This is an optimization exercise on Yosys and OpenROAD, whose aim is small area, a short achievable clock period and few clock cycles, not a production implementation. The RTL was checked by simulation tests, not by an equivalence proof against the original design. Power figures rest on the tool's default switching activity, not on a simulated workload.

==> flow/design.v <==
package sha256_pkg;
  localparam int SHA_BLOCK_W   = 512;
  localparam int SHA_DIGEST_W  = 256;
  localparam int BLK_BYTES     = SHA_BLOCK_W / 8;
  localparam int LEN_FIELD_OFS = 56;
  localparam logic [7:0] PAD_BYTE = 8'h80;
  typedef enum logic [1:0] {
    PH_DATA = 2'd0,    
    PH_PAD  = 2'd1,    
    PH_LEN  = 2'd2     
  } pad_phase_t;
endpackage
import sha256_pkg::*;
module sha256_blk_buf (
  input  logic                   Clk,
  input  logic                   shift,      
  input  logic [7:0]             in_byte,
  input  logic                   load,       
  output logic [SHA_BLOCK_W-1:0] rd_data
);
  logic [SHA_BLOCK_W-1:0] stage_q;
  logic [SHA_BLOCK_W-1:0] out_q;
  always_ff @(posedge Clk) begin
    if (shift) begin
      stage_q <= {stage_q[SHA_BLOCK_W-9:0], in_byte};
    end
    if (load) begin
      out_q <= stage_q;
    end
  end
  assign rd_data = out_q;
endmodule
import sha256_pkg::*;
module sha256_msg_padder #(
  parameter int LEN_W   = 64,
  parameter int TIMEOUT = 4096
) (
  input  logic                   Clk,
  input  logic                   Rst,
  input  logic [7:0]             i_Byte,
  input  logic                   i_fValid,
  input  logic                   i_fLast,
  output logic                   o_fReady,
  output logic [SHA_BLOCK_W-1:0] o_Data,
  output logic                   o_fStart,
  output logic                   o_fFirst,
  input  logic                   i_fDone,
  output logic                   o_fMsgDone,
  output logic                   o_fErr
);
  localparam int TMO_W  = $clog2(TIMEOUT) + 1;    
  localparam int HI_W   = LEN_W - 9;              
  localparam int CH_W   = 8;                      
  localparam int N_CH   = (HI_W + CH_W - 1) / CH_W;
  sha256_pkg::pad_phase_t ph_q, ph_d;
  logic              need80_q, need80_d;
  logic [5:0]        pos_q, pos_d;           
  logic              full_q, full_d;         
  logic              s_final_q, s_final_d;   
  logic              first_pend_q, first_pend_d;
  logic              ready_q, ready_d;
  logic [5:0]        lo_q, lo_d;             
  logic [HI_W-1:0]   hi_q, hi_d;             
  logic [N_CH-1:0]   cy_q, cy_d;             
  logic              hi_ones_q;
  logic              live_q;                 
  logic              start_q, out_q, out_d;
  logic              r_first_q, r_final_q;
  logic [TMO_W-1:0]  tcnt_q, tcnt_d;
  logic              msgdone_q, err_q, err_d;
  logic              accept, shift, xfer, ack, tmo, flush, near_tmo, len_end, clr, inc;
  logic [7:0]        in_byte, len_byte;
  logic [63:0]       len_field;
  assign len_field = {hi_q, lo_q, 3'b000};
  assign len_byte  = len_field[63 - 8*pos_q[2:0] -: 8];
  sha256_blk_buf u_buf (
    .Clk     (Clk),
    .shift   (shift),
    .in_byte (in_byte),
    .load    (xfer),
    .rd_data (o_Data)
  );
  always_comb begin
    accept   = i_fValid & ready_q;
    ack      = out_q & i_fDone;
    tmo      = out_q & ~i_fDone & tcnt_q[TMO_W-1];
    near_tmo = out_q & ~i_fDone & (tcnt_q == TMO_W'(TIMEOUT - 1));
    flush    = tmo & ~r_final_q;
    xfer     = full_q & (~(start_q | out_q) | ack);
    shift    = (ph_q == PH_DATA) ? accept : ~full_q;
    len_end  = (ph_q == PH_LEN) & shift & (pos_q == 6'd63);
    clr      = flush | len_end | ~live_q;
    inc      = (ph_q == PH_DATA) & accept;
    case (ph_q)
      PH_DATA: in_byte = i_Byte;
      PH_PAD:  in_byte = need80_q ? PAD_BYTE : 8'h00;
      default: in_byte = len_byte;
    endcase
    ph_d     = ph_q;
    need80_d = need80_q;
    case (ph_q)
      PH_DATA: if (accept && i_fLast) begin
        ph_d     = PH_PAD;
        need80_d = 1'b1;
      end
      PH_PAD: if (shift) begin
        need80_d = 1'b0;
        if (pos_q == 6'(LEN_FIELD_OFS - 1)) ph_d = PH_LEN;
      end
      default: if (len_end) ph_d = PH_DATA;
    endcase
    pos_d        = shift ? pos_q + 6'd1 : pos_q;
    full_d       = (shift & (pos_q == 6'd63)) | (full_q & ~xfer);
    s_final_d    = len_end | (s_final_q & ~xfer);
    first_pend_d = xfer ? s_final_q : first_pend_q;
    if (flush) begin
      ph_d         = PH_DATA;
      need80_d     = 1'b0;
      pos_d        = '0;
      full_d       = 1'b0;
      s_final_d    = 1'b0;
      first_pend_d = 1'b1;
    end
    ready_d = (ph_d == PH_DATA) & ~full_d & ~near_tmo;
    lo_d = lo_q + 6'(inc);
    hi_d = hi_inc;
    cy_d = cy_nxt;
    if (clr) begin
      lo_d = '0;
      hi_d = '0;
      cy_d = '0;
    end
    out_d  = start_q | (out_q & ~i_fDone & ~tcnt_q[TMO_W-1]);
    tcnt_d = xfer ? '0 : (out_q ? tcnt_q + TMO_W'(1) : tcnt_q);
    err_d  = err_q | tmo | (inc & (lo_q == 6'd63) & hi_ones_q);
  end
  logic [HI_W-1:0] hi_inc;
  logic [N_CH-1:0] cy_nxt;
  for (genvar c = 0; c < N_CH; c++) begin : g_hi
    localparam int W = (c == N_CH - 1) ? HI_W - CH_W * c : CH_W;
    logic cin;
    assign cin = cy_q[c];
    assign hi_inc[CH_W*c +: W] = hi_q[CH_W*c +: W] + W'(cin);
    if (c + 1 < N_CH) begin : g_cy
      assign cy_nxt[c + 1] = cin & (&hi_q[CH_W*c +: W]);
    end
  end
  assign cy_nxt[0] = inc & (lo_q == 6'd63);
  always_ff @(posedge Clk or posedge Rst) begin
    if (Rst) begin
      ph_q         <= PH_DATA;
      need80_q     <= 1'b0;
      pos_q        <= '0;
      full_q       <= 1'b0;
      s_final_q    <= 1'b0;
      first_pend_q <= 1'b1;
      ready_q      <= 1'b0;
      live_q       <= 1'b0;
      start_q      <= 1'b0;
      out_q        <= 1'b0;
      msgdone_q    <= 1'b0;
      err_q        <= 1'b0;
    end else begin
      ph_q         <= ph_d;
      need80_q     <= need80_d;
      pos_q        <= pos_d;
      full_q       <= full_d;
      s_final_q    <= s_final_d;
      first_pend_q <= first_pend_d;
      ready_q      <= ready_d;
      live_q       <= 1'b1;
      start_q      <= xfer;
      out_q        <= out_d;
      msgdone_q    <= ack & r_final_q;
      err_q        <= err_d;
    end
  end
  always_ff @(posedge Clk) begin
    lo_q      <= lo_d;
    hi_q      <= hi_d;
    cy_q      <= cy_d;
    hi_ones_q <= &hi_q;
  end
  always_ff @(posedge Clk) begin
    if (xfer) begin
      r_first_q <= first_pend_q;
      r_final_q <= s_final_q;
    end
    tcnt_q <= tcnt_d;
  end
  assign o_fReady   = ready_q;
  assign o_fStart   = start_q;
  assign o_fFirst   = r_first_q;
  assign o_fMsgDone = msgdone_q;
  assign o_fErr     = err_q;
endmodule
export LEC_CHECK = 0
export CAP_MARGIN = 20
export CORE_MARGIN = 2
export CORE_UTILIZATION = 40
export CTS_CLUSTER_DIAMETER = 150
export CTS_CLUSTER_SIZE = 30
export SETUP_SLACK_MARGIN = 2.8
export SLEW_MARGIN = 20
create_clock -name core_clock -period 5.0 [get_ports {Clk}]
standard.sh (not shown) runs the stock make flow with config.mk's settings and CLKGATE_MAP_FILE= SYNTH_SCRIPT=/design/flow/synth_recipe.tcl, a recipe that flattens the netlist after the stock synthesis.
==> flow/flow/run.sh <==
#!/bin/bash
# Own layout flow: the standard layout, with one change after global
# placement: each output port's buffer is moved next to the cell that drives
# it, so the register sees a short wire and the buffer drives the long one.
set -euo pipefail
WORK=$(cd "$(dirname "$0")/.." && pwd)
cd "$WORK"
bash standard.sh "POST_GLOBAL_PLACE_TCL=$WORK/flow/obuf_near_driver.tcl" finish \
  > "$WORK/standard_finish.log" 2>&1
==> flow/flow/obuf_near_driver.tcl <==
# Move each output port's buffer onto its driver's location; detailed
# placement legalizes it later.
set block [ord::get_db_block]
set moved 0
foreach bterm [$block getBTerms] {
  if { [$bterm getIoType] != "OUTPUT" } { continue }
  set net [$bterm getNet]
  if { $net == "NULL" } { continue }
  set buf ""
  foreach it [$net getITerms] {
    if { [$it isOutputSignal] } { set buf [$it getInst] }
  }
  if { $buf == "" } { continue }
  set innet ""
  foreach it [$buf getITerms] {
    if { [$it isInputSignal] } { set innet [$it getNet] }
  }
  if { $innet == "" || $innet == "NULL" } { continue }
  set drv ""
  foreach it [$innet getITerms] {
    if { [$it isOutputSignal] } { set drv [$it getInst] }
  }
  if { $drv == "" } { continue }
  set loc [$drv getLocation]
  $buf setLocation [lindex $loc 0] [lindex $loc 1]
  incr moved
}
puts "obuf_near_driver: moved $moved output buffers"
estimate_parasitics -placement
Testbench counts at the start, summed over its fixed seeds: cycles 56,712.
Edit:
--- a/flow/design.v
+++ b/flow/design.v
@@ -55,41 +55,42 @@
   sha256_pkg::pad_phase_t ph_q, ph_d;
   logic              need80_q, need80_d;
   logic [5:0]        pos_q, pos_d;           
   logic              full_q, full_d;         
   logic              s_final_q, s_final_d;   
   logic              first_pend_q, first_pend_d;
-  logic              ready_q, ready_d;
+  logic              ready_q, ready_d;       
   logic [5:0]        lo_q, lo_d;             
   logic [HI_W-1:0]   hi_q, hi_d;             
   logic [N_CH-1:0]   cy_q, cy_d;             
   logic              hi_ones_q;
   logic              live_q;                 
-  logic              start_q, out_q, out_d;
+  logic              start_q, busy_q, out_q, out_d;    
   logic              r_first_q, r_final_q;
   logic [TMO_W-1:0]  tcnt_q, tcnt_d;
   logic              msgdone_q, err_q, err_d;
-  logic              accept, shift, xfer, ack, tmo, flush, near_tmo, len_end, clr, inc;
+  logic              rdy, accept, shift, xfer, ack, tmo, flush, near_tmo, len_end, clr, inc;
   logic [7:0]        in_byte, len_byte;
   logic [63:0]       len_field;
   assign len_field = {hi_q, lo_q, 3'b000};
   assign len_byte  = len_field[63 - 8*pos_q[2:0] -: 8];
   sha256_blk_buf u_buf (
     .Clk     (Clk),
     .shift   (shift),
     .in_byte (in_byte),
     .load    (xfer),
     .rd_data (o_Data)
   );
   always_comb begin
-    accept   = i_fValid & ready_q;
+    rdy      = live_q & (ph_q == PH_DATA) & ~full_q & ~(out_q & tcnt_q[TMO_W-1]);
+    accept   = i_fValid & rdy;
     ack      = out_q & i_fDone;
     tmo      = out_q & ~i_fDone & tcnt_q[TMO_W-1];
     near_tmo = out_q & ~i_fDone & (tcnt_q == TMO_W'(TIMEOUT - 1));
     flush    = tmo & ~r_final_q;
-    xfer     = full_q & (~(start_q | out_q) | ack);
+    xfer     = full_q & (~busy_q | ack);
     shift    = (ph_q == PH_DATA) ? accept : ~full_q;
     len_end  = (ph_q == PH_LEN) & shift & (pos_q == 6'd63);
     clr      = flush | len_end | ~live_q;
     inc      = (ph_q == PH_DATA) & accept;
     case (ph_q)
       PH_DATA: in_byte = i_Byte;
@@ -127,13 +128,13 @@
     cy_d = cy_nxt;
     if (clr) begin
       lo_d = '0;
       hi_d = '0;
       cy_d = '0;
     end
-    out_d  = start_q | (out_q & ~i_fDone & ~tcnt_q[TMO_W-1]);
+    out_d  = (busy_q & ~out_q) | (out_q & ~i_fDone & ~tcnt_q[TMO_W-1]);
     tcnt_d = xfer ? '0 : (out_q ? tcnt_q + TMO_W'(1) : tcnt_q);
     err_d  = err_q | tmo | (inc & (lo_q == 6'd63) & hi_ones_q);
   end
   logic [HI_W-1:0] hi_inc;
   logic [N_CH-1:0] cy_nxt;
   for (genvar c = 0; c < N_CH; c++) begin : g_hi
@@ -154,12 +155,13 @@
       full_q       <= 1'b0;
       s_final_q    <= 1'b0;
       first_pend_q <= 1'b1;
       ready_q      <= 1'b0;
       live_q       <= 1'b0;
       start_q      <= 1'b0;
+      busy_q       <= 1'b0;
       out_q        <= 1'b0;
       msgdone_q    <= 1'b0;
       err_q        <= 1'b0;
     end else begin
       ph_q         <= ph_d;
       need80_q     <= need80_d;
@@ -167,12 +169,13 @@
       full_q       <= full_d;
       s_final_q    <= s_final_d;
       first_pend_q <= first_pend_d;
       ready_q      <= ready_d;
       live_q       <= 1'b1;
       start_q      <= xfer;
+      busy_q       <= xfer | out_d;
       out_q        <= out_d;
       msgdone_q    <= ack & r_final_q;
       err_q        <= err_d;
     end
   end
   always_ff @(posedge Clk) begin
Total power went down by 5.8%. Final area went down by 1.2%. Area after synthesis is about the same. Die area barely changes. Flip-flop and latch count went up by 1. Routed wire length went down by 5.2%. Clock skew went down by 0.0084 ns. Worst setup slack gets worse by 0.060 ns.
Testbench counts after the change, summed over its fixed seeds: cycles 56,712.

==> port drivers added, routing unchanged <==
The flow's constraints put no driver on any port. The routed layouts listed below were extracted and timed again, unchanged, in two steps.
Step 1, drivers: a clkbuf_16 drives Clk and a buf_2 each remaining input, both assumed.
Step 2 times the ports against the registers' clock, not the clock port: input delays grow and output delays shrink by t, the midpoint of the rising clock arrivals with the driver on.
Slacks: no drivers / after step 1 / after step 2; pairs: no drivers / after step 1.
| run | shift t [ns] | setup slack, ns | worst setup path after step 2 | worst slew at a driven data input, ns | pins driven straight from the clock port |
|---|---|---|---|---|---|
| the first run | 0.667 | 2.807 / 2.749 / 2.434 | input to register | 0.06 | 1 |
| the second run | 0.667 | 2.747 / 2.751 / 2.084 | input to register | 0.06 | 1 |
After both steps setup and hold are still met in every run listed. For the second run, which loses most, drivers alone change the setup slack by +0.004 ns; drivers and shift together by -0.663 ns.
